This design comes from an exercise in tuning for small area and a short achievable clock period on the open sky130 flow, not from production work.
The RTL was checked by simulation tests, not by an equivalence proof against the original design.
Power and IR drop assume default switching activity.

nickel:
==> module vliw_issue_sched, before the edit <==
module vliw_issue_sched
#(
    parameter int NLANE   = 26,
    parameter int CNT_W   = 16
) (
    input  logic                    clk,
    input  logic                    rst,
    input  logic                    bundle_valid,
    output logic                    bundle_ready,
    input  logic [1023:0]           bundle,
    input  logic                    flush,
    output logic                    issue_valid,
    output logic [NLANE-1:0]        issue_lane_en,
    output logic [SLOT_W*NLANE-1:0] issue_slots,
    output logic [SB_W-1:0]         sb_busy,
    output logic [CNT_W-1:0]        stall_cycles,
    output logic                    err_waw
);
    vliw_issue_sched_pkg::state_t state;
    logic [SLOT_W*NLANE-1:0]   slots_q, slots_in;
    logic [NLANE-1:0]          v_in, bk_in, dup, vk, lane_v, dup_q;
    logic                      latched_q;
    logic [12*NLANE-1:0]       q_n;
    logic [8*NLANE-1:0]        dhi_n, dlo_n, l1_n, l2_n;
    logic [4*NLANE-1:0]        h1_n, h2_n;
    logic [NLANE-1:0]          hit;
    logic [SB_W-1:0]           dmask_in, dmask_q, dq_n;
    logic                      haz_in, haz_q, hazard, latch, issue, iss1, iss2, hold;
    generate
        if (SLOT_W * NLANE < 1024) begin : g_unused
            logic unused_bits;
            assign unused_bits = ^bundle[1023:SLOT_W*NLANE];
        end
    endgenerate
    for (genvar i = 0; i < NLANE; i++) begin : g_lane
        assign v_in[i]      = bundle[SLOT_W*i + V_BIT];
        assign bk_in[i]     = bundle[SLOT_W*i + BANK_BIT];
        vis_pdec u_pd (
            .v     (v_in[i]),
            .bank  (bk_in[i]),
            .rd    (bundle[SLOT_W*i + RD_LSB  +: REG_W]),
            .rs1   (bundle[SLOT_W*i + RS1_LSB +: REG_W]),
            .rs2   (bundle[SLOT_W*i + RS2_LSB +: REG_W]),
            .q_n   (q_n[12*i +: 12]),
            .dhi_n (dhi_n[8*i +: 8]),
            .dlo_n (dlo_n[8*i +: 8]),
            .h1_n  (h1_n[4*i +: 4]),
            .h2_n  (h2_n[4*i +: 4]),
            .l1_n  (l1_n[8*i +: 8]),
            .l2_n  (l2_n[8*i +: 8])
        );
        logic [31:0] rn;
        vis_rsvec u_rs (
            .h1_n (h1_n[4*i +: 4]), .h2_n (h2_n[4*i +: 4]),
            .l1_n (l1_n[8*i +: 8]), .l2_n (l2_n[8*i +: 8]),
            .rn   (rn)
        );
        vis_hit u_hit (.rn(rn), .dq_n(dq_n), .bank(bk_in[i]), .hit(hit[i]));
    end
    vis_dup #(.NLANE(NLANE)) u_dup (.q_n(q_n), .dup(dup));
    assign vk = v_in & ~dup;
    vis_dmask #(.NLANE(NLANE)) u_dm (.hi_n(dhi_n), .lo_n(dlo_n), .mask(dmask_in));
    assign dq_n = ~dmask_q;
    localparam int NG = SB_W / 4;
    logic [NLANE+NG-1:0] hz;
    for (genvar i = 0; i < NLANE; i++) begin : g_hz
        logic vh_n;
        assign vh_n = ~(iss1 & v_in[i] & hit[i]);
        vis_nor2 u_hz (.a(vh_n), .b(dup[i]), .y(hz[i]));
    end
    logic [SB_W-1:0] dd_n;
    for (genvar r = 0; r < SB_W; r++) begin : g_dd
        vis_nand3 u_dd (.a(iss1), .b(dmask_q[r]), .c(dmask_in[r]), .y(dd_n[r]));
    end
    for (genvar g = 0; g < NG; g++) begin : g_dg
        vis_nand4 u_dg (.a(dd_n[4*g]), .b(dd_n[4*g+1]), .c(dd_n[4*g+2]), .d(dd_n[4*g+3]), .y(hz[NLANE+g]));
    end
    vis_orn #(.N(NLANE+NG)) u_haz (.a(hz), .y(haz_in));
    always_comb begin
        slots_in    = bundle[SLOT_W*NLANE-1:0];
        issue_slots = slots_q;
        for (int i = 0; i < NLANE; i++) begin
            lane_v[i] = slots_q[SLOT_W*i + V_BIT] & ~dup_q[i];
            issue_slots[SLOT_W*i + V_BIT] = lane_v[i];
        end
    end
    assign hold         = (state == S_HOLD);
    assign bundle_ready = ~hold & ~flush;
    assign latch        = bundle_ready & bundle_valid;
    assign hazard       = hold & haz_q;
    assign issue        = hold & ~flush & ~hazard;
    assign err_waw = latched_q & (|dup_q);
    logic             ok_n;
    logic [NLANE-1:0] en_n;
    assign ok_n = ~(hold & ~haz_q);
    assign en_n = ~({NLANE{~ok_n}} & lane_v);
    vis_nor2 u_iv (.a(flush), .b(ok_n), .y(issue_valid));
    for (genvar i = 0; i < NLANE; i++) begin : g_en
        vis_nor2 u_en (.a(flush), .b(en_n[i]), .y(issue_lane_en[i]));
    end
    always_ff @(posedge clk or posedge rst) begin
        if (rst) begin
            state        <= S_IDLE;
            slots_q      <= '0;
            latched_q    <= 1'b0;
            stall_cycles <= '0;
        end else begin
            state   <= (latch | (hold & ~flush & hazard)) ? S_HOLD : S_IDLE;
            latched_q <= latch;
            if (latch) slots_q <= slots_in;
            if (hazard && stall_cycles != '1)
                stall_cycles <= stall_cycles + 1'b1;
        end
    end
    always_ff @(posedge clk) begin
        haz_q <= haz_in;
        if (latch) begin
            dmask_q <= dmask_in;
            dup_q   <= dup;
        end
    end
    vliw_scoreboard u_sb (
        .clk       (clk),
        .rst       (rst),
        .issue     (issue),
        .dest_mask (dmask_q),
        .sb_busy   (sb_busy),
        .iss1      (iss1),
        .iss2      (iss2)
    );
endmodule
Settings: LEC_CHECK=0, CAP_MARGIN=30, CORE_MARGIN=2, CORE_UTILIZATION=28, CTS_BUF_LIST=sky130_fd_sc_hd__clkbuf_4 sky130_fd_sc_hd__clkbuf_8, PLACE_DENSITY=0.45, SETUP_SLACK_MARGIN=5, SLEW_MARGIN=30, SYNTH_HIERARCHICAL=1; clock period 10.0 ns.
standard.sh (not shown) runs the stock make flow with config.mk's settings and CLKGATE_MAP_FILE= SYNTH_SCRIPT=/design/flow/synth_recipe.tcl, a recipe that flattens the netlist after the stock synthesis.
==> flow/flow/run.sh <==
#!/bin/bash
# The standard layout (standard.sh), unchanged except that the port
# buffers that global placement inserts on every input and output are
# sky130_fd_sc_hd__buf_2 cells instead of the delay buffer the resizer
# picks by default. Make's full output goes to flow_make.log here; each
# ORFS step also keeps its own log under orfs/logs/.
set -euo pipefail
export BUFFER_PORTS_ARGS="-buffer_cell sky130_fd_sc_hd__buf_2"
bash standard.sh finish > flow_make.log 2>&1
Here is what was changed in the inputs of zinc compared with nickel.
diff --git a/flow/design.v b/flow/design.v
--- a/flow/design.v
+++ b/flow/design.v
@@ -194,5 +194,5 @@
     logic [NLANE-1:0]          hit;
     logic [SB_W-1:0]           dmask_in, dmask_q, dq_n;
-    logic                      haz_in, haz_q, hazard, latch, issue, iss1, iss2, hold;
+    logic                      haz_q, hazard, latch, issue, iss1, iss2, hold;
     generate
         if (SLOT_W * NLANE < 1024) begin : g_unused
@@ -244,5 +244,6 @@
         vis_nand4 u_dg (.a(dd_n[4*g]), .b(dd_n[4*g+1]), .c(dd_n[4*g+2]), .d(dd_n[4*g+3]), .y(hz[NLANE+g]));
     end
-    vis_orn #(.N(NLANE+NG)) u_haz (.a(hz), .y(haz_in));
+    logic [NLANE+NG-1:0] hz_q;
+    vis_orn #(.N(NLANE+NG)) u_haz (.a(hz_q), .y(haz_q));
     always_comb begin
         slots_in    = bundle[SLOT_W*NLANE-1:0];
@@ -282,5 +283,5 @@
     end
     always_ff @(posedge clk) begin
-        haz_q <= haz_in;
+        hz_q <= hz;
         if (latch) begin
             dmask_q <= dmask_in;
Findings:
zinc: flow completed, timing, DRC and antenna clean. Diff zinc..nickel | overall fraction of global-route tracks in use | negligible. On final worst hold slack, nickel loses to zinc. Number of pins exceeding their max-slew limit in the final report came out exactly the same in nickel and zinc. The clock buffer count in the final layout number comes out lower for nickel vs zinc. The sequential power of zinc is higher than that of nickel. Between nickel and zinc, the difference in design area is negligible. Sort nickel and zinc by initial antenna violation count, ascending, and zinc comes first. The run with more routed wire is zinc, not nickel. In zinc, count of flip-flops and latches is higher than in nickel. When zinc is set beside nickel, its fraction of the mapped netlist area in compound gates turns out to be 0.32 points smaller. Compared to nickel, zinc shows a narrower setup margin. NOTE via count of the first global-routing pass nickel->zinc decreased slightly. Instance area at placement of zinc exceeds that of nickel slightly. Summary — simple-gate share of the synthesized area, zinc relative to nickel: lower, by 0.19 points.

## port drivers added, routing unchanged
How much do the figures lean on ideal ports? The routed layouts below were timed once more, with nothing changed but the port constraints.
Step 1: set_driving_cell puts a clkbuf_16 on clk and a buf_2 on each other input, an assumption about the parent block.
Step 2 also shifts input and output timing later by t, the mid clock arrival at the registers, as if the neighbouring blocks saw the same clock.
Slacks: no drivers / after step 1 / after step 2; pairs: no drivers / after step 1.
run | shift t [ns] | setup slack, ns | hold WS [ns] | worst setup path at the end
nickel | 1.185 | 4.523 / 4.405 / 3.220 | 0.477 / 0.477 / 0.477 | input to register
zinc | 1.244 | 4.211 / 4.079 / 3.972 | 0.481 / 0.481 / 0.481 | input to register
After both steps every run listed still meets setup and hold. For nickel, which loses most, drivers alone change the setup slack by -0.118 ns; drivers and shift together by -1.303 ns.
